Context: an optimization exercise on an open-source flow, tuned for small area, a short achievable clock period and few clock cycles per item. The choices shown serve that exercise and are no tape-out recipe. No run shown here included a check of the RTL's function; only the layout flow was run. No activity file was given, so power comes from the tool's default toggle rates.

--- design/flow/run.sh ---
#!/bin/bash
# synth_recipe.tcl (not shown) runs the flow's synth.tcl, then flattens the netlist and writes it again
# the make line also repeats each setting of config.mk as NAME=value (left out here)
make -C /OpenROAD-flow-scripts/flow DESIGN_CONFIG=/design/flow/config.mk WORK_HOME=/design/flow/orfs CLKGATE_MAP_FILE= SYNTH_SCRIPT=/design/flow/synth_recipe.tcl finish
--- design/flow/config.mk ---
export PLATFORM = sky130hd
export DESIGN_NAME = trickle_interval_timer_unit
export DESIGN_NICKNAME = trickle_interval_timer_unit
export VERILOG_FILES = /design/flow/design.v
export SDC_FILE = /design/flow/constraint.sdc
export NUM_CORES = 4
export LEC_CHECK = 0
export ABC_CLOCK_PERIOD_IN_PS = 4000
export CAP_MARGIN = 20
export CORE_MARGIN = 2
export CORE_UTILIZATION = 40
export PLACE_DENSITY = 0.6
export SLEW_MARGIN = 20
--- design/flow/constraint.sdc ---
create_clock -name core_clock -period 22.0 [get_ports {i_clk}]
set_input_delay 4.4000 -clock core_clock [delete_from_list [all_inputs] [get_ports {i_clk}]]
set_output_delay 4.4000 -clock core_clock [all_outputs]
set_load 0.01 [all_outputs]
--- design/flow/design.v ---
`default_nettype none
package trk_tmr_pkg;
    localparam int unsigned EXP_W     = 5;
    localparam int unsigned CNT_W     = 8;
    localparam int unsigned TICK_W    = 22;
    localparam int unsigned HALF_W    = TICK_W - 1;
    localparam int unsigned RAND_W    = 16;
    localparam int unsigned CFG_IDX_W = 2;
    localparam int unsigned CFG_DAT_W = 8;
    localparam int unsigned MAX_EXP_DEF          = 24;
    localparam int unsigned TICKS_PER_SECOND_DEF = 128;
    localparam int unsigned MS_PER_SEC           = 1000;
    localparam int unsigned RAND_TOP             = (1 << RAND_W) - 1;
    localparam logic [TICK_W-1:0] TICK_MAX  = {TICK_W{1'b1}};
    localparam logic [CNT_W-1:0]  COUNT_MAX = {CNT_W{1'b1}};
    localparam logic [EXP_W-1:0] MIN_EXP_RST    = 5'd12;
    localparam logic [EXP_W-1:0] DOUBLINGS_RST  = 5'd8;
    localparam logic [CNT_W-1:0] REDUNDANCY_RST = 8'd10;
    typedef enum logic [1:0] {
        OP_TICK  = 2'd0,
        OP_HEARD = 2'd1,
        OP_RESET = 2'd2,
        OP_START = 2'd3
    } t_op;
    typedef enum logic [2:0] {
        EV_NONE     = 3'd0,
        EV_TRANSMIT = 3'd1,
        EV_SUPPRESS = 3'd2,
        EV_POSTPONE = 3'd3,
        EV_NEW_INTV = 3'd4
    } t_event;
    typedef enum logic [CFG_IDX_W-1:0] {
        CFG_MIN_EXP    = 2'd0,
        CFG_DOUBLINGS  = 2'd1,
        CFG_REDUNDANCY = 2'd2
    } t_cfg_idx;
    typedef struct packed {
        t_op               op;
        logic [RAND_W-1:0] rand_word;
        logic              addr_ready;
    } t_in_item;
    typedef struct packed {
        t_event            event_res;
        logic [EXP_W-1:0]  interval_exp;
        logic [CNT_W-1:0]  consistent_count;
    } t_out_item;
    typedef logic [(1 << EXP_W)-1:0][TICK_W-1:0] t_tick_tbl;
    function automatic t_tick_tbl ticks_table(input int unsigned tps);
        logic [(1 << EXP_W)*TICK_W-1:0] tbl;
        logic [63:0] t;
        for (int e = 0; e < (1 << EXP_W); e++) begin
            t = ((64'd1 << e) * 64'(tps)) / MS_PER_SEC;
            if (t > 64'(TICK_MAX)) begin
                t = 64'(TICK_MAX);
            end
            tbl[e*TICK_W +: TICK_W] = t[TICK_W-1:0];
        end
        ticks_table = tbl;
    endfunction
    function automatic t_tick_tbl half_table(input int unsigned tps);
        logic [(1 << EXP_W)*TICK_W-1:0] src;
        logic [(1 << EXP_W)*TICK_W-1:0] tbl;
        logic [TICK_W-1:0] t;
        src = ticks_table(tps);
        for (int e = 0; e < (1 << EXP_W); e++) begin
            t = src[e*TICK_W +: TICK_W];
            tbl[e*TICK_W +: TICK_W] = t >> 1;
        end
        half_table = tbl;
    endfunction
    function automatic t_tick_tbl ntail_table(input int unsigned tps);
        logic [(1 << EXP_W)*TICK_W-1:0] src;
        logic [(1 << EXP_W)*TICK_W-1:0] tbl;
        logic [TICK_W-1:0] t;
        src = ticks_table(tps);
        for (int e = 0; e < (1 << EXP_W); e++) begin
            t = src[e*TICK_W +: TICK_W];
            tbl[e*TICK_W +: TICK_W] = ~(t - (t >> 1));
        end
        ntail_table = tbl;
    endfunction
endpackage
`default_nettype wire
`default_nettype none
module trickle_interval_timer_unit #(
    parameter int unsigned TICKS_PER_SECOND = trk_tmr_pkg::TICKS_PER_SECOND_DEF,
    parameter int unsigned MAX_EXP          = trk_tmr_pkg::MAX_EXP_DEF
) (
    input  wire                                  i_clk,
    input  wire                                  i_rst_n,
    input  wire                                  i_in_valid,
    output logic                                 o_in_ready,
    input  wire [18:0]                           i_in,
    output logic                                 o_out_valid,
    input  wire                                  i_out_ready,
    output logic [15:0]                          o_out,
    input  wire                                  i_cfg_valid,
    output logic                                 o_cfg_ready,
    input  wire [trk_tmr_pkg::CFG_IDX_W-1:0]     i_cfg_index,
    input  wire [trk_tmr_pkg::CFG_DAT_W-1:0]     i_cfg_data
);
    localparam int unsigned EXP_W  = trk_tmr_pkg::EXP_W;
    localparam int unsigned CNT_W  = trk_tmr_pkg::CNT_W;
    localparam int unsigned TICK_W = trk_tmr_pkg::TICK_W;
    localparam logic [(1 << EXP_W)*TICK_W-1:0] TICK_TBL =
        trk_tmr_pkg::ticks_table(TICKS_PER_SECOND);
    localparam logic [(1 << EXP_W)*TICK_W-1:0] HALF_TBL =
        trk_tmr_pkg::half_table(TICKS_PER_SECOND);
    localparam logic [(1 << EXP_W)*TICK_W-1:0] NTAIL_TBL =
        trk_tmr_pkg::ntail_table(TICKS_PER_SECOND);
    localparam logic [EXP_W-1:0]  MAX_EXP_V  = EXP_W'(MAX_EXP);
    localparam logic [TICK_W-1:0] POSTPONE_T = TICK_W'(TICKS_PER_SECOND);
    logic [EXP_W-1:0] r_min_exp;
    logic [EXP_W-1:0] r_doublings;
    logic [CNT_W-1:0] r_redundancy;
    logic [EXP_W-1:0] r_ceil;
    logic [EXP_W-1:0]  r_exp;
    logic [CNT_W-1:0]  r_heard;
    logic [2:0]        r_event;
    logic              r_fire_pending;
    logic              r_running;
    logic              r_addr_ok;
    logic [TICK_W-1:0] r_ticks;
    logic [TICK_W-1:0] r_b;
    logic              r_busy;
    logic [4:0]        r_step;
    logic              r_in_ready;
    logic              r_out_valid;
    logic              r_m_valid;
    logic [18:0]       r_m;
    logic              r_s_valid;
    logic [18:0]       r_s;
    assign o_cfg_ready = 1'b1;
    assign o_in_ready  = r_in_ready;
    assign o_out_valid = r_out_valid;
    assign o_out       = {r_event, r_exp, r_heard};
    logic in_xfer, proc, m_load;
    assign in_xfer = i_in_valid && r_in_ready;
    assign proc    = r_m_valid && !r_busy && (!r_out_valid || i_out_ready);
    assign m_load  = proc || !r_m_valid;
    logic [1:0]  op;
    logic [15:0] rnd;
    logic        rdy;
    assign op  = r_m[18:17];
    assign rnd = r_m[16:1];
    assign rdy = r_m[0];
    logic [EXP_W-1:0] eff_min, exp_up;
    always_comb begin
        eff_min = (r_min_exp > MAX_EXP_V) ? MAX_EXP_V : r_min_exp;
        exp_up  = (r_exp < r_ceil) ? r_exp + EXP_W'(1) : r_exp;
    end
    logic [TICK_W-1:0] h_big, ntc_big;
    assign h_big   = HALF_TBL[r_exp*TICK_W +: TICK_W];
    assign ntc_big = NTAIL_TBL[r_exp*TICK_W +: TICK_W];
    logic fold_c;
    assign fold_c = (&r_b[15:6]) && (~r_b[5:0] <= r_b[21:16]);
    logic [TICK_W-1:0] add_y, add_s;
    logic              add_ci;
    always_comb begin
        add_y  = {TICK_W{1'b1}};
        add_ci = 1'b0;
        if (r_busy) begin
            if (r_step < 5'd16) begin
                add_y = r_b[0] ? h_big : '0;
            end else if (r_step == 5'd16) begin
                add_y = {6'd0, r_b[15:0]};
            end else if (r_step == 5'd17) begin
                add_y  = {16'd0, r_b[21:16]};
                add_ci = fold_c;
            end else if (r_step == 5'd18) begin
                add_y = ntc_big;
            end else begin
                add_y = h_big;
            end
        end
        add_s = r_ticks + add_y + TICK_W'(add_ci);
    end
    logic [EXP_W-1:0]  n_exp;
    logic [CNT_W-1:0]  n_heard;
    logic [2:0]        n_event;
    logic              n_fire_pending, n_running, n_addr_ok;
    logic [TICK_W-1:0] n_ticks;
    logic              do_begin;
    logic [EXP_W-1:0]  begin_exp;
    always_comb begin
        n_exp          = r_exp;
        n_heard        = r_heard;
        n_event        = trk_tmr_pkg::EV_NONE;
        n_fire_pending = r_fire_pending;
        n_running      = r_running;
        n_addr_ok      = r_addr_ok;
        n_ticks        = r_ticks;
        do_begin       = 1'b0;
        begin_exp      = eff_min;
        case (op)
            trk_tmr_pkg::OP_TICK: begin
                if (r_running) begin
                    if (r_ticks[TICK_W-1:1] != '0) begin
                        n_ticks = add_s;
                    end else if (!r_addr_ok && !rdy) begin
                        n_ticks = POSTPONE_T;
                        n_event = trk_tmr_pkg::EV_POSTPONE;
                    end else begin
                        n_addr_ok = 1'b1;
                        if (r_fire_pending) begin
                            n_event = (r_heard < r_redundancy) ?
                                      trk_tmr_pkg::EV_TRANSMIT : trk_tmr_pkg::EV_SUPPRESS;
                            n_fire_pending = 1'b0;
                            n_ticks = r_b;
                        end else begin
                            begin_exp = exp_up;
                            do_begin  = 1'b1;
                        end
                    end
                end
            end
            trk_tmr_pkg::OP_HEARD: begin
                if (r_heard != trk_tmr_pkg::COUNT_MAX) begin
                    n_heard = r_heard + CNT_W'(1);
                end
            end
            trk_tmr_pkg::OP_RESET: begin
                if (r_exp > eff_min) begin
                    do_begin = 1'b1;
                end
            end
            default: begin
                do_begin = 1'b1;
            end
        endcase
        if (do_begin) begin
            n_exp          = begin_exp;
            n_heard        = '0;
            n_event        = trk_tmr_pkg::EV_NEW_INTV;
            n_fire_pending = 1'b1;
            n_running      = 1'b1;
        end
    end
    logic       r_all1;
    logic [6:0] fire_s, tail_s, t_small;
    assign r_all1 = &rnd;
    always_comb begin
        t_small = 7'(TICK_TBL[begin_exp*TICK_W +: TICK_W]);
        case (begin_exp)
            5'd4:    fire_s = r_all1 ? 7'd2  : 7'd1;
            5'd5:    fire_s = r_all1 ? 7'd4  : {5'd0, 1'b1, rnd[15]};
            5'd6:    fire_s = r_all1 ? 7'd8  : {4'd0, 1'b1, rnd[15:14]};
            5'd7:    fire_s = r_all1 ? 7'd16 : {3'd0, 1'b1, rnd[15:13]};
            5'd8:    fire_s = r_all1 ? 7'd32 : {2'd0, 1'b1, rnd[15:12]};
            5'd9:    fire_s = r_all1 ? 7'd64 : {1'd0, 1'b1, rnd[15:11]};
            default: fire_s = 7'd0;
        endcase
        tail_s = t_small - fire_s;
    end
    logic begin_slow;
    assign begin_slow = (begin_exp >= 5'd10);
    always_ff @(posedge i_clk) begin
        if (!i_rst_n) begin
            r_min_exp    <= trk_tmr_pkg::MIN_EXP_RST;
            r_doublings  <= trk_tmr_pkg::DOUBLINGS_RST;
            r_redundancy <= trk_tmr_pkg::REDUNDANCY_RST;
        end else if (i_cfg_valid) begin
            case (i_cfg_index)
                trk_tmr_pkg::CFG_MIN_EXP:    r_min_exp    <= i_cfg_data[EXP_W-1:0];
                trk_tmr_pkg::CFG_DOUBLINGS:  r_doublings  <= i_cfg_data[EXP_W-1:0];
                trk_tmr_pkg::CFG_REDUNDANCY: r_redundancy <= i_cfg_data[CNT_W-1:0];
                default: begin
                end
            endcase
        end
    end
    logic [EXP_W:0] ceil_sum;
    assign ceil_sum = {1'b0, r_min_exp} + {1'b0, r_doublings};
    always_ff @(posedge i_clk) begin
        r_ceil <= (ceil_sum > {1'b0, MAX_EXP_V}) ? MAX_EXP_V : ceil_sum[EXP_W-1:0];
    end
    always_ff @(posedge i_clk) begin
        if (!i_rst_n) begin
            r_exp          <= '0;
            r_heard        <= '0;
            r_fire_pending <= 1'b0;
            r_running      <= 1'b0;
            r_addr_ok      <= 1'b0;
            r_busy         <= 1'b0;
        end else if (r_busy) begin
            if (r_step == 5'd19) begin
                r_busy <= 1'b0;
            end
        end else if (proc) begin
            r_exp          <= n_exp;
            r_heard        <= n_heard;
            r_fire_pending <= n_fire_pending;
            r_running      <= n_running;
            r_addr_ok      <= n_addr_ok;
            r_busy         <= do_begin && begin_slow;
        end
    end
    always_ff @(posedge i_clk) begin
        if (r_busy) begin
            r_step <= r_step + 5'd1;
            if (r_step < 5'd16) begin
                r_ticks <= {1'b0, add_s[TICK_W-1:1]};
                r_b     <= {6'd0, add_s[0], r_b[15:1]};
            end else if (r_step == 5'd16) begin
                r_b     <= add_s;
            end else if (r_step == 5'd18) begin
                r_b     <= ~add_s;
            end else begin
                r_ticks <= add_s;
            end
        end else if (proc) begin
            r_event <= n_event;
            r_step  <= '0;
            if (do_begin) begin
                if (begin_slow) begin
                    r_ticks <= '0;
                    r_b     <= {6'd0, rnd};
                end else begin
                    r_ticks <= {15'd0, fire_s};
                    r_b     <= {15'd0, tail_s};
                end
            end else begin
                r_ticks <= n_ticks;
            end
        end
    end
    always_ff @(posedge i_clk) begin
        if (!i_rst_n) begin
            r_out_valid <= 1'b0;
            r_m_valid   <= 1'b0;
            r_s_valid   <= 1'b0;
            r_in_ready  <= 1'b1;
        end else begin
            if (proc) begin
                r_out_valid <= 1'b1;
            end else if (i_out_ready) begin
                r_out_valid <= 1'b0;
            end
            if (m_load) begin
                r_m_valid  <= r_s_valid || in_xfer;
                r_s_valid  <= 1'b0;
                r_in_ready <= 1'b1;
            end else if (in_xfer) begin
                r_s_valid  <= 1'b1;
                r_in_ready <= 1'b0;
            end
        end
    end
    always_ff @(posedge i_clk) begin
        if (m_load) begin
            r_m <= r_s_valid ? r_s : i_in;
        end
        if (in_xfer) begin
            r_s <= i_in;
        end
    end
endmodule
`default_nettype wire
==> metrics.csv, run 1 <==
metric,value,unit
numCtsBuffers,17,
final_common_cell,nand2_1,
crit_buf_inv,2,
synthCells,1200,
rsz0062_at_grt,false,
clock_skew,17.9,ps
dieWidth,166,µm
async_flop_share,0,%
avgSynthCellArea,8.74,µm²
crit_type,in2reg,
reg2reg_slack,15780,ps
path_depth,6,
max_clock_freq,154,MHz
root_buffer,clkbuf_16,
path_cells,"clkdlybuf4s50_1, nand2b_1, nand3_1, inv_1, nand2_1, nand2_1",
drtIter0Drc,920,
critPathMaxFanout,22,
slew_violations,0,
via_per_inst,5.88,
setup.worst_path.start_class,input pin,
syn_area,0.0105,mm²
fin_nets,1320,
hold-worst-slack,462,ps
instances_no_fill,1558,
num_vias,9157,
cts_setup_buffers,0,
hold_start,r_running,
place_congestion,0.895,
p_per_area,70.6,mW/mm²
ant_nets,0,
power_leakage,4.42,nW
hold_depth,1,
synthFlopType,edfxtp_1,
reg2regPathDepth,21,
grt_antenna_before_repair,0,
track_usage,21.4,%
status,finished clean,
grt_pass1_vias,8629,
htree_levels,4,
min_to,r_running,
drc_errors,0,
timing.critical_path.slowest_stage_cell,nand2_1,
hpwl,21800,µm
grt_max_degree,63,
nFillCells,2531,
min_path_type,reg2reg,
slowest_delay,820,ps
yosysTopAreaCell,edfxtp_1,
r2r_end,r_ticks[20],
coreArea,0.0259,mm²
drv_cap,0,
r2r-start,r_exp[1],
diodes,0,
ctsResizeCount,0,
slew_headroom,30.3,%
cts.reportedPaths.clkPinSlew,60,ps
power.total,0.000836,W
rows,59,
grt_pass1_wl,47500,µm
drt_pass1_iterations,5,
cts_tree,built,
ir_worst_vdd,0.0000572,V
netlist.area_leader.share,25.8,%
setup_viol,0,
yosys.cell_types.count,86,
hold_viol,0,
fin_crit,6510,ps
io_pins,53,
fin_ws,15490,ps
syn2layout_area_growth,12.9,%
ctsHoldBuffers,0,
synth_warnings,1,
critical_path_required,22040,ps
dp_slack,15020,ps
die_area,0.0275,mm²
syn_nets,1310,
cts_buffer_depth,2,
yosysSeqAreaShare,34.2,%
routed_wirelength,29800,µm
avgRoutedWirePerCell,19.1,µm
dp.cells,1526,
synth_edf_count,90,
portBuffers,51,
insertion_delay,430,ps
cts.sinks,134,
worstSetupEndpointType,register,
die_h,166,µm
finalCritPeriodShare,29.6,%
ys_ff_latch,134,
cp_common_cell,nand2_1,
grt_remaining_overflow,0,
critPathTopFamily,simple AND/OR/NAND/NOR gates,
drive_above_1_share,8.01,%
synth.area.top_cells,"edfxtp_1 26%, ha_1 8.6%, dfxtp_1 8.4%, nand2_1 5.0%, a21oi_1 4.8%",
initial_core_util,40.5,%
final_cell_mix,"141 x nand2_1, 101 x a21oi_1, 90 x edfxtp_1",
tightestPinTransition,1040,ps
worstPathArrival,6550,ps
tns,0,ps
## flip-flops by register name (all words and copies together) (netlist names), 3 cells and up
register      count
r_b              22
r_ceil            5
r_doublings       5
r_event           3
r_exp             5
r_heard           8
r_m              19
r_min_exp         5
r_redundancy      8
r_s              19
r_step            5
r_ticks          22
## worst register-to-register path: stages, from the launching register on
cell      delay [ps]
dfxtp_1          790
inv_1            370
ha_1             560
nand2_1          140
o211ai_1         160
a21oi_1          140
nand2_1           80
o311ai_0         180
o211ai_1         130
o21ai_0          130
a221o_1          370
ha_1             330
nor2b_1          140
o21ai_0          240
a21boi_0         230
o311ai_0         550
a21oi_1          180
a31oi_1          400
o21ai_0          130
a21oi_1          190
xnor2_1          150
a221o_1          370
## how the worst max path moves through the flow
stage	from	slack, ps	to
after global placement	i_out_ready	15100	r_b[17]
after CTS	i_out_ready	15490	r_b[16]
final	i_out_ready	15490	r_b[13]
after detailed placement	i_out_ready	15020	r_b[17]
after global routing	r_exp[1]	15210	r_ticks[19]
after floorplan	i_out_ready	15770	r_heard[5]
## cell type report
| class | count | area, µm² | share of cell area, % |
|---|---|---|---|
| multi-input combinational | 940 | 6420 | 54.2 |
| inverter | 54 | 203 | 1.71 |
| clock buffer | 17 | 425 | 3.59 |
| clock inverter | 15 | 193 | 1.63 |
| sequential | 134 | 3590 | 30.3 |
| timing repair buffer | 63 | 596 | 5.03 |
| tap | 335 | 419 | 3.54 |
## Yosys cell counts, drive strengths merged, types with 11 or more instances
cell type	instances
nand4	14
nand3	39
nor3	22
inv	51
o21a	12
xnor2	37
nand2	143
a211oi	11
clkbuf	54
and2	11
nor2	75
a21o	25
nor2b	28
edfxtp	90
nand2b	14
mux2i	26
o211ai	26
mux2	23
ha	72
dfxtp	44
xor2	19
buf	18
a31oi	14
a21oi	104
o21ai	75
## metal layers
metal	vias up	global-route usage [%]	part of all wire [%]
met2	322	33.4	46
met5	-	0	0
met4	0	6.84	2.3
met3	47	3.17	5.8
li1	4464	-	-
met1	4324	30.6	46
## per-stage QoR
stage	utilization, %	area, µm²
after detailed placement	43.3	11200
final	45.7	11800
after global placement	43.3	11200
after global routing	45.7	11800
after CTS	45.7	11800
after floorplan	-	10500
## power breakdown
group	switching, W	leakage (nW)	internal [W]
logic	0.000133	2.89	0.0000903
registers	0.0000157	1.23	0.000296
clock network	0.000120	0.297	0.000181
total	0.000268	4.42	0.000568
## cells by family (layout without fill, tap and decap cells)
| kind of cell | Yosys count | in the layout | synth area share [%] |
|---|---|---|---|
| adders and majority gates | 76 | 76 | 9.35 |
| AOI/OAI and AO/OA | 371 | 371 | 24.0 |
| buffers and inverters | 126 | 149 | 4.82 |
| muxes | 49 | 49 | 4.95 |
| and+or+nand+nor | 386 | 386 | 17.8 |
| xor gates and xnor gates | 57 | 57 | 4.89 |
| other | 1 | 1 | 0.0358 |
| DFF | 134 | 134 | 34.2 |
==> inputs of run 2 (changes only) <==
--- a/design/flow/config.mk
+++ b/design/flow/config.mk
@@ -6,5 +6,4 @@
 export NUM_CORES = 4
 export LEC_CHECK = 0
-export ABC_CLOCK_PERIOD_IN_PS = 4000
 export CAP_MARGIN = 20
 export CORE_MARGIN = 2
==> metrics.csv, run 2 <==
metric,value,unit
crit_type,in2reg,
ant_nets,0,
routed_wirelength,29800,µm
setup_viol,0,
cts_buffer_depth,2,
nFillCells,2531,
synth_compound_area_share,24.0,%
synth_top_family_by_area,compound AO/OA/AOI/OAI gates,
drtIter0Drc,920,
reg_top3,"r_b x22, r_ticks x22",
synth_mux_area_share,4.95,%
cts_tree,built,
worstPathArrival,6550,ps
final_cell_mix,"141 x nand2_1, 101 x a21oi_1, 90 x edfxtp_1",
ir_worst_vdd,0.0000572,V
yosysSeqAreaShare,34.2,%
dieWidth,166,µm
critPathMaxFanout,22,
insertion_delay,430,ps
synth.area.top_cells,"edfxtp_1 26%, ha_1 8.6%, dfxtp_1 8.4%, nand2_1 5.0%, a21oi_1 4.8%",
clock_skew,17.9,ps
initial_core_util,40.5,%
syn_area,0.0105,mm²
grt_pass1_vias,8629,
power_leakage,4.42,nW
p_seq_share,37.3,%
yosysTopAreaCell,edfxtp_1,
worstSetupEndpointType,register,
diodes,0,
ys_ff_latch,134,
hold_viol,0,
setup.worst_path.start_class,input pin,
drv_cap,0,
synth_fa_ha_area_share,9.35,%
final_common_cell,nand2_1,
portBuffers,51,
grt_antenna_before_repair,0,
yosys.cell_count.top_type,nand2_1,
cts.reportedPaths.clkPinSlew,60,ps
grt_remaining_overflow,0,
pwr-share-comb,26.7,%
switchingPower,0.000268,W
ctsResizeCount,0,
synthCells,1200,
final_area,0.0118,mm²
netlist.area_leader.share,25.8,%
grt_pass1_wl,47500,µm
synth_edf_count,90,
placed_area,0.0112,mm²
yosys.cell_types.count,86,
internal_power,0.000568,W
slew_violations,0,
dp.cells,1526,
cts.sinks,134,
num_vias,9157,
syn_nets,1310,
avgRoutedWirePerCell,19.1,µm
drt_pass1_iterations,5,
cts_setup_buffers,0,
synth_xor_area_share,4.89,%
numCtsBuffers,17,
fin_crit,6510,ps
rsz0062_at_grt,false,
ctsHoldBuffers,0,
ys_top_cells_by_count,"141 x nand2_1, 101 x a21oi_1, 90 x edfxtp_1",
die_area,0.0275,mm²
synthFlopType,edfxtp_1,
hpwl,21800,µm
finalCritPeriodShare,29.6,%
place_congestion,0.895,
root_buffer,clkbuf_16,
htree_levels,4,
tightestPinTransition,1040,ps
grt_max_degree,63,
coreArea,0.0259,mm²
drive_above_1_share,8.01,%
avgSynthCellArea,8.74,µm²
synth_simple_gate_area_share,17.8,%
via_per_inst,5.88,
syn2layout_area_growth,12.9,%
p_per_area,70.6,mW/mm²
drc_errors,0,
max_clock_freq,154,MHz
final_util,45.7,%
status,finished clean,
fin_nets,1320,
seqCellArea,0.00359,mm²
swShare,32.1,%
instances_no_fill,1558,
hold-worst-slack,462,ps
critical_path_required,22040,ps
slew_headroom,30.3,%
tns,0,ps
rows,59,
p_clk_share,36.0,%
track_usage,21.4,%
die_h,166,µm
async_flop_share,0,%
multiInputGateArea,0.00642,mm²
io_pins,53,
synth_warnings,1,
min_path_type,reg2reg,
[run 2: cell counts after synthesis]
No cell type changed its count.
[run 2: critical path, cell delays in order]
cell,delay (ps)
clkdlybuf4s50_1,440
nand2b_1,110
nand3_1,300
inv_1,240
nand2_1,230
nand2_1,820
[run 2: path summary, 6_finish.rpt]
| check | from | end | slack [ps] | cells after the start |
|---|---|---|---|---|
| worst min register to register | r_running | r_running | 460 | 1 |
| worst max-delay path | i_out_ready | r_b[13] | 15490 | 6 |
| worst min-delay path | r_running | r_running | 460 | 1 |
| worst max register to register | r_exp[1] | r_ticks[20] | 15780 | 21 |
[run 2: per-stage QoR]
step / power (W) / worst slack, ps
floorplan: 0.000477 / 15770
global placement: 0.000534 / 15100
detailed placement: 0.000536 / 15020
CTS: 0.000839 / 15490
global route: 0.000880 / 15210
finish: 0.000836 / 15490
[run 2: layout make-up]
type | count | area share [%]
Inverter | 54 | 1.71
Multi-Input combinational cell | 940 | 54.2
Clock inverter | 15 | 1.63
Sequential cell | 134 | 30.3
Clock buffer | 17 | 3.59
Timing Repair Buffer | 63 | 5.03
Tap cell | 335 | 3.54
[run 2: power by group through the flow]
stage          clock (W)  sequential [W]  combinational (W)
2_1_floorplan          0        0.000310           0.000166
3_3_place_gp           0        0.000317           0.000217
3_5_place_dp           0        0.000317           0.000219
4_1_cts         0.000307        0.000312           0.000221
5_1_grt         0.000317        0.000314           0.000249
6_report        0.000301        0.000312           0.000223
[run 2: kinds of logic after synthesis]
group / after synthesis
xor gates and xnor gates: 57
other: 1
DFF: 134
and+or+nand+nor: 386
buffers and inverters: 126
muxes: 49
adders and majority gates: 76
AOI/OAI and AO/OA: 371
[run 2: layer usage]
metal / vias up / GRT usage (%) / wire length [µm] / share of wire, %
met5: - / 0 / 0 / 0
li1: 4464 / - / - / -
met1: 4324 / 30.6 / 13700 / 46
met3: 47 / 3.17 / 1730 / 5.8
met2: 322 / 33.4 / 13700 / 46
met4: 0 / 6.84 / 672 / 2.3
==> inputs of run 3 (changes only) <==
--- a/design/flow/config.mk
+++ b/design/flow/config.mk
@@ -6,4 +6,5 @@
 export NUM_CORES = 4
 export LEC_CHECK = 0
+export ABC_AREA = 1
 export CAP_MARGIN = 20
 export CORE_MARGIN = 2
==> metrics.csv, run 3 <==
metric,value,unit
status,finished clean,
num_vias,10200,
io_pins,53,
die_h,167,µm
fin_nets,1610,
drv_cap,0,
fin_crit,6230,ps
yosysTopAreaCell,edfxtp_1,
cts_buffer_depth,2,
yosys.cell_count.top_type,nand2_1,
synth_edf_count,90,
tightestPinTransition,934,ps
min_path_type,reg2reg,
synthFlopType,edfxtp_1,
finalCritPeriodShare,28.3,%
insertion_delay,430,ps
drt_pass1_iterations,5,
critPathTopFamily,flip-flops,
syn_area,0.0106,mm²
drc_errors,0,
die_area,0.0278,mm²
cts.reportedPaths.clkPinSlew,60,ps
path_cells,clkdlybuf4s50_1,
portBuffers,51,
ys_ff_latch,134,
pwr-share-comb,29.0,%
final_cell_mix,"343 x nand2_1, 171 x inv_1, 154 x nor2_1",
cts_setup_buffers,0,
grt_max_degree,36,
synthCells,1471,
worstSetupEndpointType,output port,
placed_area,0.0114,mm²
rsz0062_at_grt,false,
reg_top3,"r_b x22, r_ticks x22",
setup.worst_path.start_class,register,
worstPathArrival,1830,ps
ctsResizeCount,0,
max_clock_freq,161,MHz
syn2layout_area_growth,13.3,%
cts_tree,built,
final_common_cell,nand2_1,
initial_core_util,40.7,%
hold_viol,0,
synth_warnings,1,
async_flop_share,0,%
grt_pass1_wl,51800,µm
avgRoutedWirePerCell,17.6,µm
switchingPower,0.000306,W
power_leakage,5.17,nW
place_congestion,0.948,
ant_nets,0,
grt_antenna_before_repair,0,
slowest_delay,750,ps
ys_top_cells_by_count,"343 x nand2_1, 171 x inv_1, 156 x nor2_1",
root_buffer,clkbuf_16,
internal_power,0.000546,W
timing.critical_path.slowest_stage_cell,dfxtp_1,
setup_viol,0,
tns,0,ps
coreArea,0.0260,mm²
fin_ws,15770,ps
swShare,36.0,%
ctsHoldBuffers,0,
p_clk_share,34.2,%
dieWidth,167,µm
htree_levels,4,
cts.sinks,134,
critical_path_required,17600,ps
drive_above_1_share,6.01,%
p_per_area,71.1,mW/mm²
clock_skew,12.4,ps
grt_pass1_vias,9667,
crit_buf_inv,1,
syn_nets,1581,
routed_wirelength,32600,µm
rows,59,
diodes,0,
yosys.cell_types.count,61,
via_per_inst,5.54,
hpwl,24900,µm
critPathMaxFanout,17,
ir_worst_vdd,0.0000365,V
crit_type,reg2out,
slew_violations,0,
netlist.area_leader.share,25.6,%
drtIter0Drc,963,
numCtsBuffers,17,
track_usage,23.3,%
avgSynthCellArea,7.19,µm²
slew_headroom,37.5,%
synth.area.top_cells,"edfxtp_1 26%, nand2_1 12%, ha_1 8.5%, dfxtp_1 8.3%, a21oi_1 6.2%",
grt_remaining_overflow,0,
dp_slack,15480,ps
yosysSeqAreaShare,33.9,%
p_seq_share,36.8,%
final_area,0.0120,mm²
run 3: cell count changes after synthesis, sizes merged, moves of 27 or more:
cell,before,now
inv,51,181
nor2,75,165
o21ai,75,106
nor2b,28,0
xnor2,37,10
nand2,143,352
nand3,39,78
run 3: final timing paths:
| path | slack [ps] | from | cells past startpoint | to |
|---|---|---|---|---|
| worst min register to register | 460 | r_addr_ok | 2 | r_addr_ok |
| worst max register to register | 16270 | r_step[4] | 16 | r_b[17] |
| worst max-delay path | 15770 | r_exp[4] | 1 | o_out[12] |
| worst min-delay path | 460 | r_addr_ok | 2 | r_addr_ok |
run 3: logic make-up (layout without fill, tap and decap cells):
group	Yosys count	in the layout	share of synthesized area, %
AOI/OAI and AO/OA	353	353	19.8
xor gates and xnor gates	25	25	2.07
DFF	134	134	33.9
other	1	1	0.0355
adders and majority gates	76	76	9.27
buffers and inverters	233	275	8.46
and+or+nand+nor	649	649	26.5
run 3: area by class of cell:
class	instances	area, µm²
Clock buffer	18	439
Multi-Input combinational cell	1104	6120
Inverter	183	689
Clock inverter	14	154
Fill cell	2689	14000
Sequential cell	134	3580
Tap cell	335	419
Timing Repair Buffer	60	578
run 3: power groups by stage:
stage	registers (W)	clock network, W	logic (W)
global placement	0.000318	0	0.000240
detailed placement	0.000318	0	0.000242
global route	0.000315	0.000307	0.000276
CTS	0.000313	0.000296	0.000243
finish	0.000313	0.000292	0.000247
floorplan	0.000313	0	0.000175
run 3: stage by stage:
stage	cells	util [%]	total power [W]	hold WS (ps)
3_3_place_gp	1816	43.8	0.000558	443
4_1_cts	1848	46.1	0.000853	452
6_report	1848	46.1	0.000852	456
3_5_place_dp	1816	43.8	0.000561	441
2_1_floorplan	1471	-	0.000488	430
5_1_grt	1848	46.1	0.000899	506
run 3: layer usage:
layer	share of wire (%)	global-route usage [%]	vias to the layer above
li1	-	-	5083
met1	45	31.1	4727
met2	46	37.8	375
met3	6.3	4.25	55
met4	2.8	8.25	0
met5	0	0	-
==> inputs of run 4 (changes only) <==
==> design/flow/flow/run.sh (new file) <==
#!/bin/bash
set -euo pipefail
bash standard.sh SETUP_SLACK_MARGIN=16.4 finish > make_finish.log 2>&1
==> design/flow/standard.sh (new file) <==
#!/bin/bash
# synth_recipe.tcl (not shown) runs the flow's synth.tcl, then flattens the netlist and writes it again
# the make line also repeats each setting of config.mk as NAME=value (left out here)
make -C /OpenROAD-flow-scripts/flow DESIGN_CONFIG=/design/flow/config.mk WORK_HOME=/design/flow/orfs CLKGATE_MAP_FILE= SYNTH_SCRIPT=/design/flow/synth_recipe.tcl "${@:-finish}"
--- a/design/flow/config.mk
+++ b/design/flow/config.mk
@@ -6,5 +6,4 @@
 export NUM_CORES = 4
 export LEC_CHECK = 0
-export ABC_AREA = 1
 export CAP_MARGIN = 20
 export CORE_MARGIN = 2
removed: design/flow/run.sh
==> metrics.csv, run 4 <==
metric,value,unit
worstPathArrival,5650,ps
die_area,0.0275,mm²
coreArea,0.0259,mm²
instances_no_fill,1578,
setup_viol,0,
synth.area.top_cells,"edfxtp_1 26%, ha_1 8.6%, dfxtp_1 8.4%, nand2_1 5.0%, a21oi_1 4.8%",
numCtsBuffers,17,
rows,59,
grt_busiest_layer,met2,
synth_edf_count,90,
grt_max_degree,63,
drc_errors,0,
path_cells,"clkdlybuf4s15_1, nand2b_4, nand3_4, buf_4, a31oi_1, o22a_4",
tns,0,ps
timing.critical_path.slowest_stage_cell,o22a_4,
netlist.area_leader.share,25.8,%
root_buffer,clkbuf_16,
grt_pass1_vias,8827,
yosys.cell_count.top_type,nand2_1,
drive_above_1_share,12.8,%
async_flop_share,0,%
place_congestion,0.889,
cts.sinks,134,
htree_levels,4,
synthCells,1200,
track_usage,22.4,%
routed_wirelength,31300,µm
power_leakage,4.66,nW
rsz0062_at_grt,true,
final_util,47.5,%
syn2layout_area_growth,17.2,%
final_cell_mix,"137 x nand2_1, 99 x a21oi_1, 90 x edfxtp_1",
ys_top_cells_by_count,"141 x nand2_1, 101 x a21oi_1, 90 x edfxtp_1",
drtIter0Drc,892,
power.total,0.000862,W
final_common_cell,nand2_1,
grtUsageMet1,31.6,%
reg_top3,"r_b x22, r_ticks x22",
hpwl,22100,µm
hold_start,r_running,
syn_area,0.0105,mm²
fin_nets,1342,
drv_cap,0,
cts.reportedPaths.clkPinSlew,60,ps
hold_depth,1,
min_to,r_running,
status,finished clean,
r2r_end,r_b[6],
yosysTopAreaCell,edfxtp_1,
p_per_area,70.1,mW/mm²
slowest_delay,390,ps
fin_crit,5550,ps
reg2reg_slack,16540,ps
critPathMaxFanout,22,
cts_tree,built,
num_vias,9416,
max_clock_freq,180,MHz
synth_warnings,1,
setup.worst_path.start_class,input pin,
reg2regPathDepth,19,
grt_pass1_wl,49000,µm
min_path_type,reg2reg,
grt_antenna_before_repair,0,
grt_remaining_overflow,0,
yosys.cell_types.count,86,
via_per_inst,5.97,
dieWidth,166,µm
r2r-start,r_m[17],
diodes,0,
slew_headroom,23.9,%
io_pins,53,
critical_path_required,22100,ps
hold_viol,0,
clock_skew,12.0,ps
final_area,0.0123,mm²
insertion_delay,430,ps
worstSetupEndpointType,register,
avgRoutedWirePerCell,19.8,µm
initial_core_util,40.5,%
die_h,166,µm
portBuffers,51,
ys_ff_latch,134,
crit_type,in2reg,
dp.cells,1525,
cts_buffer_depth,2,
slew_violations,0,
syn_nets,1310,
grt_use_met3,2.93,%
avgSynthCellArea,8.74,µm²
drt_pass1_iterations,6,
placed_area,0.0113,mm²
finalCritPeriodShare,25.2,%
grtUsageMet2,35.0,%
yosysSeqAreaShare,34.2,%
ir_worst_vdd,0.0000598,V
tightestPinTransition,1130,ps
synthFlopType,edfxtp_1,
ant_nets,0,
## run 4: cell count changes after synthesis, moves of 24 or more
cell | before | now
mux2i_1 | 0 | 26
a21oi_1 | 130 | 101
xnor2_1 | 10 | 37
nor2b_1 | 0 | 28
nor2_1 | 156 | 75
inv_1 | 171 | 51
nand2_1 | 343 | 141
o21ai_0 | 93 | 69
nand3_1 | 73 | 37
## run 4: metal layers
metal	wire, µm	share of wire, %
met5	0	0
met4	902	2.9
met3	1960	6.3
met2	14500	46
met1	13900	45
## run 4: worst max-delay path by stage
stage                      startpoint          end  slack [ps]
after floorplan           i_out_ready   r_heard[5]       16300
after global placement    i_out_ready      r_b[16]       15580
after detailed placement  i_out_ready      r_b[17]       15550
after CTS                    r_exp[2]    o_out[10]       16240
after global routing         r_exp[3]       r_b[6]       16380
final                     i_out_ready  r_ticks[16]       16450
## run 4: timing repair
action | 4_1_cts | 5_1_grt
cloned | 3 | 2
resized for setup | 58 | 31
hold buffers | 0 | 0
pin swaps | 4 | 9
buffers inserted | 7 | 11
setup endpoints to repair | 116 | 34
## run 4: metrics by stage
step	hold slack [ps]	setup WS, ps
final	472	16450
after global routing	493	16380
after CTS	478	16240
after detailed placement	447	15550
after global placement	440	15580
after floorplan	433	16300
## run 4: critical path: cells and delay by family
kind	cells	cell delay, ps
buffers and inverters	2	330
and+or+nand+nor	2	230
AOI/OAI and AO/OA	2	660
## run 4: final cells by class
cell class / count / area, µm²
Fill cell: 2461 / 13600
Multi-Input combinational cell: 942 / 6610
Sequential cell: 134 / 3610
Timing Repair Buffer: 83 / 822
Clock buffer: 17 / 425
Tap cell: 335 / 419
Inverter: 54 / 206
Clock inverter: 13 / 204
## run 4: cell families after synthesis
family                   count (synthesis)  share of synthesized area, %
AND/OR/NAND/NOR                        386                          17.8
AO/OA/AOI/OAI                          371                          24.0
flip-flops                             134                          34.2
buffers and inverters                  126                          4.82
adder cells (fa/ha/maj)                 76                          9.35
XOR/XNOR                                57                          4.89
multiplexers                            49                          4.95
other                                    1                        0.0358
## run 4: power breakdown
| part | internal, W | total [W] | switching [W] | leakage (nW) |
|---|---|---|---|---|
| Combinational | 0.0000976 | 0.000237 | 0.000140 | 3.12 |
| Sequential | 0.000296 | 0.000312 | 0.0000162 | 1.23 |
| Clock | 0.000200 | 0.000313 | 0.000113 | 0.303 |
| Total | 0.000593 | 0.000862 | 0.000269 | 4.66 |
==> inputs of run 5 (changes only) <==
==> design/flow/flow/run.sh (replaced) <==
#!/bin/bash
# The standard layout (standard.sh: its synthesis, floorplan, placement,
# CTS and routing, with the design's SDC), with two knobs changed:
#  * timing repair keeps a setup margin, so the achieved period is pushed
#    below the design's clock period;
#  * the port buffers are plain buffers instead of the resizer's pick.
# All of make's output goes to make_finish.log in the work folder.
set -euo pipefail
MARGIN=$(awk -v p="$FLOW_PERIOD_NS" 'BEGIN { printf "%.2f", p - 5.3 }')
bash standard.sh "SETUP_SLACK_MARGIN=$MARGIN" \
    "BUFFER_PORTS_ARGS=-buffer_cell sky130_fd_sc_hd__buf_1" finish > make_finish.log 2>&1
--- a/design/flow/config.mk
+++ b/design/flow/config.mk
@@ -9,4 +9,5 @@
 export CORE_MARGIN = 2
 export CORE_UTILIZATION = 40
+export CTS_BUF_LIST = sky130_fd_sc_hd__clkbuf_8
 export PLACE_DENSITY = 0.6
 export SLEW_MARGIN = 20
==> metrics.csv, run 5 <==
metric,value,unit
path_cells,"buf_12, buf_6",
finalCritPeriodShare,24.7,%
drt_pass1_iterations,6,
die_h,166,µm
placed_area,0.0110,mm²
worstPathArrival,1030,ps
root_buffer,clkbuf_8,
slew_violations,0,
multiInputGateArea,0.00675,mm²
critPathMaxFanout,2,
nFillCells,2412,
netlist.area_leader.share,25.8,%
cts.reportedPaths.clkPinSlew,80,ps
timing.critical_path.slowest_stage_cell,dfxtp_4,
track_usage,22.7,%
htree_levels,4,
initial_core_util,40.5,%
dieWidth,166,µm
place_congestion,0.929,
syn2layout_area_growth,18.4,%
crit_type,reg2out,
tightestPinTransition,1170,ps
slew_headroom,21.1,%
syn_area,0.0105,mm²
synth_warnings,1,
power.total,0.000755,W
rows,59,
drive_above_1_share,18.2,%
ir_worst_vdd,0.0000584,V
power_leakage,4.67,nW
syn_nets,1310,
final_area,0.0124,mm²
synthCells,1200,
ant_nets,0,
hold_viol,0,
fin_ws,16570,ps
cts_tree,built,
grt_pass1_wl,50100,µm
coreArea,0.0259,mm²
internal_power,0.000495,W
yosysTopAreaCell,edfxtp_1,
reg_top3,"r_b x22, r_ticks x22",
cts.sinks,134,
hpwl,22000,µm
synth.area.top_cells,"edfxtp_1 26%, ha_1 8.6%, dfxtp_1 8.4%, nand2_1 5.0%, a21oi_1 4.8%",
fin_nets,1378,
synthFlopType,edfxtp_1,
tns,0,ps
slowest_delay,360,ps
ys_top_cells_by_count,"141 x nand2_1, 101 x a21oi_1, 90 x edfxtp_1",
p_per_area,60.8,mW/mm²
hold-worst-slack,484,ps
drc_errors,0,
yosys.cell_count.top_type,nand2_1,
num_vias,9633,
ctsHoldBuffers,0,
final_cell_mix,"137 x nand2_1, 97 x a21oi_1, 90 x edfxtp_1",
grt_antenna_before_repair,0,
async_flop_share,0,%
ys_ff_latch,134,
critical_path_required,17600,ps
switchingPower,0.000260,W
status,finished clean,
drv_cap,0,
numCtsBuffers,17,
setup.worst_path.start_class,register,
portBuffers,51,
diodes,0,
min_path_type,reg2reg,
yosys.cell_types.count,86,
worstSetupEndpointType,output port,
grt_pass1_vias,8963,
yosysSeqAreaShare,34.2,%
p_clk_share,26.2,%
avgSynthCellArea,8.74,µm²
via_per_inst,5.96,
p_seq_share,41.4,%
pwr-share-comb,32.4,%
grt_remaining_overflow,0,
setup_viol,0,
insertion_delay,450,ps
drtIter0Drc,1014,
die_area,0.0275,mm²
seqCellArea,0.00363,mm²
grt_max_degree,55,
final_common_cell,nand2_1,
swShare,34.4,%
fin_crit,5430,ps
rsz0062_at_grt,true,
io_pins,53,
clock_skew,12.0,ps
dp_slack,16050,ps
cts_buffer_depth,2,
max_clock_freq,184,MHz
avgRoutedWirePerCell,19.7,µm
routed_wirelength,31800,µm
synth_edf_count,90,
[run 5: changes by cell type in the layout (fill, tap and decap cells not counted), moves of 6 or more]
cell | before | now
clkbuf_8 | 0 | 17
ha_4 | 0 | 6
dlygate4sd2_1 | 16 | 0
buf_1 | 0 | 33
clkbuf_16 | 18 | 0
buf_6 | 2 | 20
dfxtp_4 | 4 | 11
buf_4 | 25 | 53
clkdlybuf4s50_1 | 31 | 0
[run 5: cell type report]
type,instances,share of cell area [%]
multi-input combinational,942,54.3
sequential,134,29.2
timing repair buffer,119,8.25
tap,335,3.38
clock buffer,17,1.88
inverter,54,1.80
clock inverter,15,1.11
[run 5: metrics by stage]
step | utilization (%) | std cells
final | 47.9 | 1616
after global routing | 47.9 | 1616
after CTS | 46.4 | 1593
after detailed placement | 42.3 | 1526
after global placement | 42.3 | 1526
after floorplan | - | 1200
[run 5: worst paths after layout]
check,startpoint,end,slack (ps),cells past startpoint
min reg2reg,r_busy,r_busy,480,2
max,r_exp[2],o_out[10],16570,2
min,r_busy,r_busy,480,2
max reg2reg,r_m[18],r_b[5],16820,20
[run 5: critical path: cells and delay by family, from the launching register on]
| family | cells | cell delay [ps] |
|---|---|---|
| DFF | 1 | 360 |
| buffers and inverters | 2 | 230 |
[run 5: kinds of logic after synthesis]
logic type,Yosys count,share of synthesized area [%]
xor gates and xnor gates,57,4.89
AOI/OAI and AO/OA,371,24.0
buffers and inverters,126,4.82
muxes,49,4.95
and+or+nand+nor,386,17.8
DFF,134,34.2
other,1,0.0358
adders and majority gates,76,9.35
[run 5: repair_timing]
action / 4_1_cts / 5_1_grt
pin swaps: 7 / 25
gates cloned: 6 / 1
gates resized for setup: 89 / 53
setup buffers: 29 / 22
endpoints found under the setup margin: 90 / 105
[run 5: routing by layer]
metal | track usage [%] | part of all wire (%) | wire length [µm] | vias up
met4 | 9.22 | 3.4 | 1080 | 0
met5 | 0 | 0 | 0 | -
met3 | 3.22 | 8.3 | 2640 | 73
li1 | - | - | - | 4583
met2 | 35.1 | 45 | 14300 | 480
met1 | 32.0 | 43 | 13800 | 4497
[run 5: power groups by stage]
stage | Combinational [W] | Clock (W) | Sequential [W]
2_1_floorplan | 0.000168 | 0 | 0.000311
3_3_place_gp | 0.000215 | 0 | 0.000319
3_5_place_dp | 0.000216 | 0 | 0.000319
4_1_cts | 0.000230 | 0.000201 | 0.000312
5_1_grt | 0.000269 | 0.000212 | 0.000314
6_report | 0.000245 | 0.000198 | 0.000313
==> inputs of run 6 (changes only) <==
--- a/design/flow/flow/run.sh
+++ b/design/flow/flow/run.sh
@@ -7,5 +7,5 @@
 # All of make's output goes to make_finish.log in the work folder.
 set -euo pipefail
-MARGIN=$(awk -v p="$FLOW_PERIOD_NS" 'BEGIN { printf "%.2f", p - 5.3 }')
+MARGIN=$(awk -v p="$FLOW_PERIOD_NS" 'BEGIN { printf "%.2f", p - 5.9 }')
 bash standard.sh "SETUP_SLACK_MARGIN=$MARGIN" \
     "BUFFER_PORTS_ARGS=-buffer_cell sky130_fd_sc_hd__buf_1" finish > make_finish.log 2>&1
==> metrics.csv, run 6 <==
metric,value,unit
yosysTopAreaCell,edfxtp_1,
drv_cap,0,
coreArea,0.0259,mm²
tightestPinTransition,977,ps
syn_nets,1310,
power_leakage,4.18,nW
final_cell_mix,"139 x nand2_1, 101 x a21oi_1, 90 x edfxtp_1",
ir_worst_vdd,0.0000445,V
track_usage,21.5,%
portBuffers,51,
avgRoutedWirePerCell,19.2,µm
reg_top3,"r_b x22, r_ticks x22",
nFillCells,2582,
fin_nets,1323,
multiInputGateArea,0.00646,mm²
ant_nets,0,
setup.worst_path.start_class,register,
setup_viol,0,
async_flop_share,0,%
tns,0,ps
grt_max_degree,62,
max_clock_freq,173,MHz
critPathMaxFanout,61,
grt_remaining_overflow,0,
drc_errors,0,
cts_tree,built,
yosysSeqAreaShare,34.2,%
synth_edf_count,90,
rows,59,
synthCells,1200,
root_buffer,clkbuf_8,
finalCritPeriodShare,26.3,%
clock_skew,15.7,ps
ys_ff_latch,134,
power.total,0.000730,W
synth_warnings,1,
dieWidth,166,µm
rsz0062_at_grt,true,
critical_path_required,17600,ps
p_per_area,64.3,mW/mm²
grt_pass1_wl,47400,µm
syn_area,0.0105,mm²
critPathTopFamily,buffers and inverters,
crit_buf_inv,2,
fin_crit,5790,ps
path_cells,"buf_6, buf_1",
drive_above_1_share,8.73,%
yosys.cell_count.top_type,nand2_1,
numCtsBuffers,17,
slowest_delay,360,ps
drtIter0Drc,960,
io_pins,53,
drt_pass1_iterations,5,
seqCellArea,0.00359,mm²
netlist.area_leader.share,25.8,%
die_area,0.0275,mm²
synth.area.top_cells,"edfxtp_1 26%, ha_1 8.6%, dfxtp_1 8.4%, nand2_1 5.0%, a21oi_1 4.8%",
min_path_type,reg2reg,
diodes,0,
final_common_cell,nand2_1,
num_vias,9190,
cts.sinks,134,
die_h,166,µm
via_per_inst,5.89,
cts.reportedPaths.clkPinSlew,80,ps
hold_viol,0,
worstPathArrival,1390,ps
htree_levels,4,
hold-worst-slack,463,ps
timing.critical_path.slowest_stage_cell,buf_6,
synthFlopType,edfxtp_1,
slew_violations,0,
worstSetupEndpointType,output port,
insertion_delay,470,ps
ys_top_cells_by_count,"141 x nand2_1, 101 x a21oi_1, 90 x edfxtp_1",
status,finished clean,
slew_headroom,34.7,%
grt_antenna_before_repair,0,
place_congestion,0.913,
avgSynthCellArea,8.74,µm²
yosys.cell_types.count,86,
routed_wirelength,30000,µm
crit_type,reg2out,
syn2layout_area_growth,8.20,%
initial_core_util,40.5,%
hpwl,22200,µm
grt_pass1_vias,8440,
cts_buffer_depth,2,
==> run 6: cell count changes in the layout (fill, tap and decap cells not counted), moves of 5 or more <==
cell / before / now
buf_4: 53 / 13
buf_1: 33 / 51
buf_6: 20 / 2
dfxtp_1: 28 / 40
dfxtp_4: 11 / 0
ha_1: 62 / 71
inv_1: 46 / 54
ha_4: 6 / 0
buf_12: 5 / 0
bufbuf_16: 5 / 0
==> run 6: cells by family (layout without fill, tap and decap cells) <==
logic type / count (synthesis) / after routing / share of synthesized area (%)
AO/OA/AOI/OAI: 371 / 371 / 24.0
flip-flops: 134 / 134 / 34.2
other: 1 / 1 / 0.0358
AND/OR/NAND/NOR: 386 / 386 / 17.8
XOR/XNOR: 57 / 57 / 4.89
adder cells (fa/ha/maj): 76 / 76 / 9.35
multiplexers: 49 / 49 / 4.95
buffers and inverters: 126 / 152 / 4.82
==> run 6: cell type report <==
| class | instances | share of cell area [%] |
|---|---|---|
| tap | 335 | 3.69 |
| sequential | 134 | 31.6 |
| inverter | 54 | 1.79 |
| clock buffer | 18 | 2.18 |
| clock inverter | 14 | 1.01 |
| timing repair buffer | 66 | 2.75 |
| multi-input combinational | 940 | 57.0 |
==> run 6: metal layers <==
metal  global-route usage (%)  vias up  share of wire (%)
li1                         -     4466                  -
met3                     3.55       54                6.4
met2                     33.8      329                 46
met5                        0        -                  0
met1                     30.2     4341                 45
met4                     7.26        0                2.5
==> run 6: power breakdown <==
part,switching [W],internal (W)
Sequential,0.0000173,0.000296
Clock,0.000105,0.0000911
Combinational,0.000134,0.0000867
==> run 6: path summary, 6_finish.rpt <==
check | start | end | slack [ps] | cells after the start
worst min register to register | r_running | r_running | 460 | 1
worst min-delay path | r_running | r_running | 460 | 1
worst max-delay path | r_exp[3] | o_out[11] | 16210 | 2
worst max register to register | r_m[18] | r_b[6] | 16260 | 20
==> run 6: what timing repair did <==
| action | 4_1_cts | 5_1_grt |
|---|---|---|
| gates resized for setup | 4 | 10 |
| endpoints found under the hold margin | 0 | 0 |
| setup buffers | 0 | 2 |
| pin swaps | 0 | 1 |
| hold buffers | 0 | 0 |
| setup endpoints to repair | 26 | 36 |
==> run 6: through the flow <==
stage	std cells	setup slack, ps	area [µm²]	utilization [%]
final	1561	16210	11300	43.8
after global routing	1561	16020	11300	43.8
after CTS	1559	16130	11300	43.6
after detailed placement	1527	15550	10900	42.2
after global placement	1527	15650	10900	42.2
after floorplan	1200	16100	10500	-
==> inputs of run 7 (changes only) <==
--- a/design/flow/flow/run.sh
+++ b/design/flow/flow/run.sh
@@ -7,5 +7,5 @@
 # All of make's output goes to make_finish.log in the work folder.
 set -euo pipefail
-MARGIN=$(awk -v p="$FLOW_PERIOD_NS" 'BEGIN { printf "%.2f", p - 5.9 }')
+MARGIN=$(awk -v p="$FLOW_PERIOD_NS" 'BEGIN { printf "%.2f", p - 5.6 }')
 bash standard.sh "SETUP_SLACK_MARGIN=$MARGIN" \
     "BUFFER_PORTS_ARGS=-buffer_cell sky130_fd_sc_hd__buf_1" finish > make_finish.log 2>&1
==> metrics.csv, run 7 <==
metric,value,unit
status,finished clean,
p_per_area,63.7,mW/mm²
critical_path_required,17600,ps
drv_cap,0,
hold_viol,0,
slew_violations,0,
crit_type,reg2out,
yosysTopAreaCell,edfxtp_1,
clock_skew,22.7,ps
drt_pass1_iterations,7,
fin_crit,5560,ps
rsz0062_at_grt,true,
hpwl,22400,µm
grt_pass1_wl,48700,µm
synthCells,1200,
syn_nets,1310,
routed_wirelength,31500,µm
htree_levels,4,
r2r-start,r_exp[4],
coreArea,0.0259,mm²
insertion_delay,470,ps
dieWidth,166,µm
drtIter0Drc,1118,
ctsHoldBuffers,0,
cts.reportedPaths.clkPinSlew,100,ps
max_clock_freq,180,MHz
final_cell_mix,"139 x nand2_1, 100 x a21oi_1, 90 x edfxtp_1",
cts_buffer_depth,2,
yosys.cell_types.count,86,
slowest_delay,500,ps
finalCritPeriodShare,25.3,%
avgRoutedWirePerCell,20.0,µm
avgSynthCellArea,8.74,µm²
diodes,0,
synthFlopType,edfxtp_1,
grt_antenna_before_repair,0,
min_path_type,reg2reg,
grt_max_degree,60,
tns,0,ps
ys_top_cells_by_count,"141 x nand2_1, 101 x a21oi_1, 90 x edfxtp_1",
synth_warnings,1,
ys_ff_latch,134,
timing.critical_path.slowest_stage_cell,dfxtp_4,
synth.area.top_cells,"edfxtp_1 26%, ha_1 8.6%, dfxtp_1 8.4%, nand2_1 5.0%, a21oi_1 4.8%",
slew_headroom,29.2,%
final_util,45.0,%
reg_top3,"r_b x22, r_ticks x22",
place_congestion,0.918,
drc_errors,0,
ant_nets,0,
r2r_end,r_ticks[19],
die_area,0.0275,mm²
ir_worst_vdd,0.0000403,V
num_vias,9462,
path_cells,buf_1,
synth_edf_count,90,
final_common_cell,nand2_1,
critPathMaxFanout,18,
root_buffer,clkbuf_8,
yosysSeqAreaShare,34.2,%
seqCellArea,0.00360,mm²
tightestPinTransition,1060,ps
crit_buf_inv,1,
reg2reg_slack,16680,ps
worstPathArrival,1160,ps
grt_remaining_overflow,0,
grt_pass1_vias,8789,
syn2layout_area_growth,11.1,%
cts.sinks,134,
worstSetupEndpointType,output port,
fin_ws,16440,ps
fin_nets,1333,
numCtsBuffers,17,
netlist.area_leader.share,25.8,%
yosys.cell_count.top_type,nand2_1,
path_depth,1,
reg2regPathDepth,19,
nFillCells,2505,
setup_viol,0,
die_h,166,µm
setup.worst_path.start_class,register,
rows,59,
portBuffers,51,
io_pins,53,
via_per_inst,6.02,
cts_tree,built,
syn_area,0.0105,mm²
critical_path.endpoint,o_out[9],
crit_start,r_exp[1],
initial_core_util,40.5,%
drive_above_1_share,10.9,%
power_leakage,4.29,nW
critPathTopFamily,flip-flops,
multiInputGateArea,0.00654,mm²
track_usage,22.1,%
async_flop_share,0,%
dp_slack,15830,ps
[run 7: how the worst min path moves through the flow]
stage | startpoint | cells past startpoint | end
after CTS | r_running | 1 | r_running
after global routing | r_in_ready | 1 | r_in_ready
final | r_in_ready | 1 | r_in_ready
after floorplan | r_running | 1 | r_running
after detailed placement | r_running | 1 | r_running
after global placement | r_running | 1 | r_running
[run 7: routing by layer]
metal	routed length [µm]	track usage, %
met1	14200	31.1
met2	14000	34.3
met5	0	0
met3	2310	3.91
met4	897	7.67
[run 7: final cells by class]
| cell class | instances | share of cell area, % |
|---|---|---|
| multi-input combinational | 940 | 56.1 |
| sequential | 134 | 30.9 |
| timing repair buffer | 76 | 4.54 |
| tap | 335 | 3.60 |
| clock buffer | 17 | 2.01 |
| inverter | 54 | 1.77 |
| clock inverter | 15 | 1.11 |
[run 7: cell families (layout without fill, tap and decap cells)]
group | count (synthesis) | count (layout) | synth area share [%]
compound gates | 371 | 371 | 24.0
xor+xnor | 57 | 57 | 4.89
fa+ha+maj | 76 | 76 | 9.35
buf+inv | 126 | 162 | 4.82
flops | 134 | 134 | 34.2
mux | 49 | 49 | 4.95
other cells | 1 | 1 | 0.0358
simple gates | 386 | 386 | 17.8
[run 7: repair_timing]
item | 4_1_cts | 5_1_grt
pin swaps | 0 | 4
gates cloned | 3 | 2
endpoints found under the hold margin | 0 | 0
setup buffers | 0 | 8
endpoints found under the setup margin | 41 | 30
gates resized for setup | 18 | 25
[run 7: through the flow]
stage | cell area, µm² | power [W] | std cells | hold WS (ps)
global placement | 10900 | 0.000532 | 1526 | 441
floorplan | 10500 | 0.000478 | 1200 | 433
finish | 11700 | 0.000743 | 1571 | 477
detailed placement | 10900 | 0.000533 | 1526 | 447
global route | 11700 | 0.000780 | 1571 | 499
CTS | 11500 | 0.000736 | 1561 | 468
[run 7: power breakdown]
part	internal [W]	switching [W]	total, W
registers	0.000296	0.0000171	0.000313
clock network	0.0000893	0.000112	0.000201
logic	0.0000914	0.000137	0.000229
total	0.000476	0.000266	0.000743
==> inputs of run 8 (changes only) <==
--- a/design/flow/flow/run.sh
+++ b/design/flow/flow/run.sh
@@ -7,5 +7,5 @@
 # All of make's output goes to make_finish.log in the work folder.
 set -euo pipefail
-MARGIN=$(awk -v p="$FLOW_PERIOD_NS" 'BEGIN { printf "%.2f", p - 5.6 }')
+MARGIN=$(awk -v p="$FLOW_PERIOD_NS" 'BEGIN { printf "%.2f", p - 6.3 }')
 bash standard.sh "SETUP_SLACK_MARGIN=$MARGIN" \
     "BUFFER_PORTS_ARGS=-buffer_cell sky130_fd_sc_hd__buf_1" finish > make_finish.log 2>&1
==> metrics.csv, run 8 <==
metric,value,unit
cts_buffer_depth,2,
clock_skew,18.9,ps
routed_wirelength,29500,µm
reg2reg_slack,16110,ps
slowest_delay,840,ps
synthFlopType,edfxtp_1,
setup_viol,0,
syn_nets,1310,
avgSynthCellArea,8.74,µm²
yosysSeqAreaShare,34.2,%
nFillCells,2576,
drt_pass1_iterations,6,
syn2layout_area_growth,7.96,%
min_path_type,reg2reg,
tns,0,ps
track_usage,21.1,%
syn_area,0.0105,mm²
drc_errors,0,
worstPathArrival,6120,ps
tightestPinTransition,1010,ps
synth.area.top_cells,"edfxtp_1 26%, ha_1 8.6%, dfxtp_1 8.4%, nand2_1 5.0%, a21oi_1 4.8%",
min_to,r_running,
io_pins,53,
diodes,0,
reg2regPathDepth,20,
netlist.area_leader.share,25.8,%
drive_above_1_share,8.18,%
reg_top3,"r_b x22, r_ticks x22",
fin_nets,1320,
coreArea,0.0259,mm²
dp.cells,1526,
hold_viol,0,
r2r-start,r_step[2],
worstSetupEndpointType,register,
async_flop_share,0,%
ys_ff_latch,134,
synthCells,1200,
cts_setup_buffers,0,
die_h,166,µm
die_area,0.0275,mm²
place_congestion,0.881,
yosys.cell_types.count,86,
cts.reportedPaths.clkPinSlew,90,ps
grt_pass1_wl,46800,µm
max_clock_freq,166,MHz
synth_edf_count,90,
drtIter0Drc,968,
path_cells,"buf_1, nand2b_1, nand3_1, a31oi_1, o22a_1",
critical_path_required,22080,ps
final_common_cell,nand2_1,
finalCritPeriodShare,27.5,%
ir_worst_vdd,0.0000413,V
cts_tree,built,
ys_top_cells_by_count,"141 x nand2_1, 101 x a21oi_1, 90 x edfxtp_1",
avgRoutedWirePerCell,18.9,µm
root_buffer,clkbuf_8,
setup.worst_path.start_class,input pin,
final_cell_mix,"140 x nand2_1, 101 x a21oi_1, 90 x edfxtp_1",
grt_remaining_overflow,0,
initial_core_util,40.5,%
p_per_area,66.1,mW/mm²
num_vias,9204,
slew_headroom,32.8,%
crit_buf_inv,1,
grt_max_degree,57,
fin_crit,6040,ps
crit_type,in2reg,
ctsHoldBuffers,0,
status,finished clean,
rsz0062_at_grt,false,
rows,59,
numCtsBuffers,17,
r2r_end,r_ticks[20],
cts.sinks,134,
drv_cap,0,
instances_no_fill,1558,
timing.critical_path.slowest_stage_cell,o22a_1,
ant_nets,0,
hold_start,r_running,
critPathTopFamily,compound AO/OA/AOI/OAI gates,
grt_pass1_vias,8413,
via_per_inst,5.91,
hold_depth,1,
dieWidth,166,µm
critPathMaxFanout,22,
grt_antenna_before_repair,0,
portBuffers,51,
synth_warnings,1,
yosysTopAreaCell,edfxtp_1,
slew_violations,0,
yosys.cell_count.top_type,nand2_1,
htree_levels,4,
hpwl,21500,µm
power_leakage,4.19,nW
insertion_delay,460,ps
[run 8: per-stage QoR]
| stage | utilization [%] | total power, W | cell area, µm² | setup slack (ps) | hold WS (ps) |
|---|---|---|---|---|---|
| 2_1_floorplan | - | 0.000477 | 10500 | 15770 | 433 |
| 3_3_place_gp | 42.1 | 0.000529 | 10900 | 15390 | 440 |
| 3_5_place_dp | 42.1 | 0.000531 | 10900 | 15340 | 447 |
| 4_1_cts | 43.6 | 0.000748 | 11300 | 15830 | 475 |
| 5_1_grt | 43.7 | 0.000788 | 11300 | 15710 | 499 |
| 6_report | 43.7 | 0.000749 | 11300 | 15960 | 470 |
[run 8: how the worst max path moves through the flow]
stage / from / end / slack [ps] / cells after the start
2_1_floorplan: i_out_ready / r_heard[5] / 15770 / 6
3_5_place_dp: i_out_ready / r_heard[7] / 15340 / 7
6_report: i_out_ready / r_ticks[18] / 15960 / 5
4_1_cts: i_out_ready / r_heard[5] / 15830 / 7
5_1_grt: r_step[2] / r_ticks[19] / 15710 / 20
3_3_place_gp: i_out_ready / r_heard[7] / 15390 / 7
[run 8: power by group]
part | leakage [nW] | switching [W] | internal, W
Combinational | 2.76 | 0.000134 | 0.0000854
Clock | 0.197 | 0.000115 | 0.000103
Sequential | 1.23 | 0.0000159 | 0.000296
Total | 4.19 | 0.000264 | 0.000485
[run 8: worst reg2reg max path: stages, from the launching register on]
cell,delay (ps)
edfxtp_1,450
nor2_1,370
and3_1,280
buf_4,300
o21ai_0,220
o32ai_1,440
o31a_1,190
o211ai_1,120
fa_1,460
inv_1,80
fa_1,210
nor2b_1,50
o21ai_0,230
a21boi_0,240
o311ai_0,520
a21oi_1,190
a31oi_1,430
o21ai_0,140
a21oi_1,200
xnor2_1,160
a221o_1,370
[run 8: timing repair]
| item | in CTS | in global routing |
|---|---|---|
| hold endpoints to repair | 0 | 0 |
| gates resized for setup | 0 | 4 |
| setup endpoints to repair | 0 | 31 |
[run 8: cell type report]
| cell class | count | area (µm²) | share of cell area (%) |
|---|---|---|---|
| flip-flops and latches | 134 | 3590 | 31.7 |
| inverters | 54 | 203 | 1.79 |
| repair buffers | 63 | 282 | 2.49 |
| clock inverters | 15 | 166 | 1.47 |
| clock buffers | 17 | 234 | 2.07 |
| well taps | 335 | 419 | 3.70 |
| multi-input cells | 940 | 6430 | 56.8 |
[run 8: logic make-up after synthesis]
kind of cell / share of synthesized area [%]
mux: 4.95
buf+inv: 4.82
flops: 34.2
compound gates: 24.0
other cells: 0.0358
fa+ha+maj: 9.35
simple gates: 17.8
xor+xnor: 4.89
[run 8: per-layer routing]
metal	track usage, %	vias up	wire length [µm]
met5	0	-	0
met4	6.35	0	553
met3	3.05	44	1630
met2	33.0	340	13400
met1	30.4	4358	13900
li1	-	4462	-

## afterwards: timing with drivers on the ports
In the flow no input, the clock included, has a driving cell. The finished layouts below were timed again as built, in two steps. Step 1: set_driving_cell puts a clkbuf_16 on i_clk and a buf_2 on each other input, an assumption about the parent block. Step 2 also shifts input and output timing later by t, the mid clock arrival at the registers, as if the neighbouring blocks saw the same clock. Three values: ideal, step 1, step 2; two values: the first two.
| run | t, ns | slack for setup (ns) | worst data-port slew with drivers (ns) | cell pins on the clock port's net |
|---|---|---|---|---|
| run 1 | 0.469 | 15.486 / 15.510 / 15.042 | 0.03 | 1 |
| run 2 | 0.469 | 15.486 / 15.510 / 15.042 | 0.03 | 1 |
| run 3 | 0.464 | 15.771 / 15.727 / 15.452 | 0.04 | 1 |
| run 4 | 0.475 | 16.450 / 16.405 / 15.999 | 0.05 | 1 |
| run 5 | 0.479 | 16.569 / 16.529 / 16.157 | 0.03 | 1 |
| run 6 | 0.506 | 16.210 / 16.169 / 15.730 | 0.05 | 1 |
| run 7 | 0.501 | 16.437 / 16.392 / 16.004 | 0.06 | 1 |
| run 8 | 0.496 | 15.959 / 15.939 / 15.489 | 0.03 | 1 |
After both steps setup and hold are still met in every run listed. For run 6, which loses most, drivers alone change the setup slack by -0.041 ns; drivers and shift together by -0.480 ns.
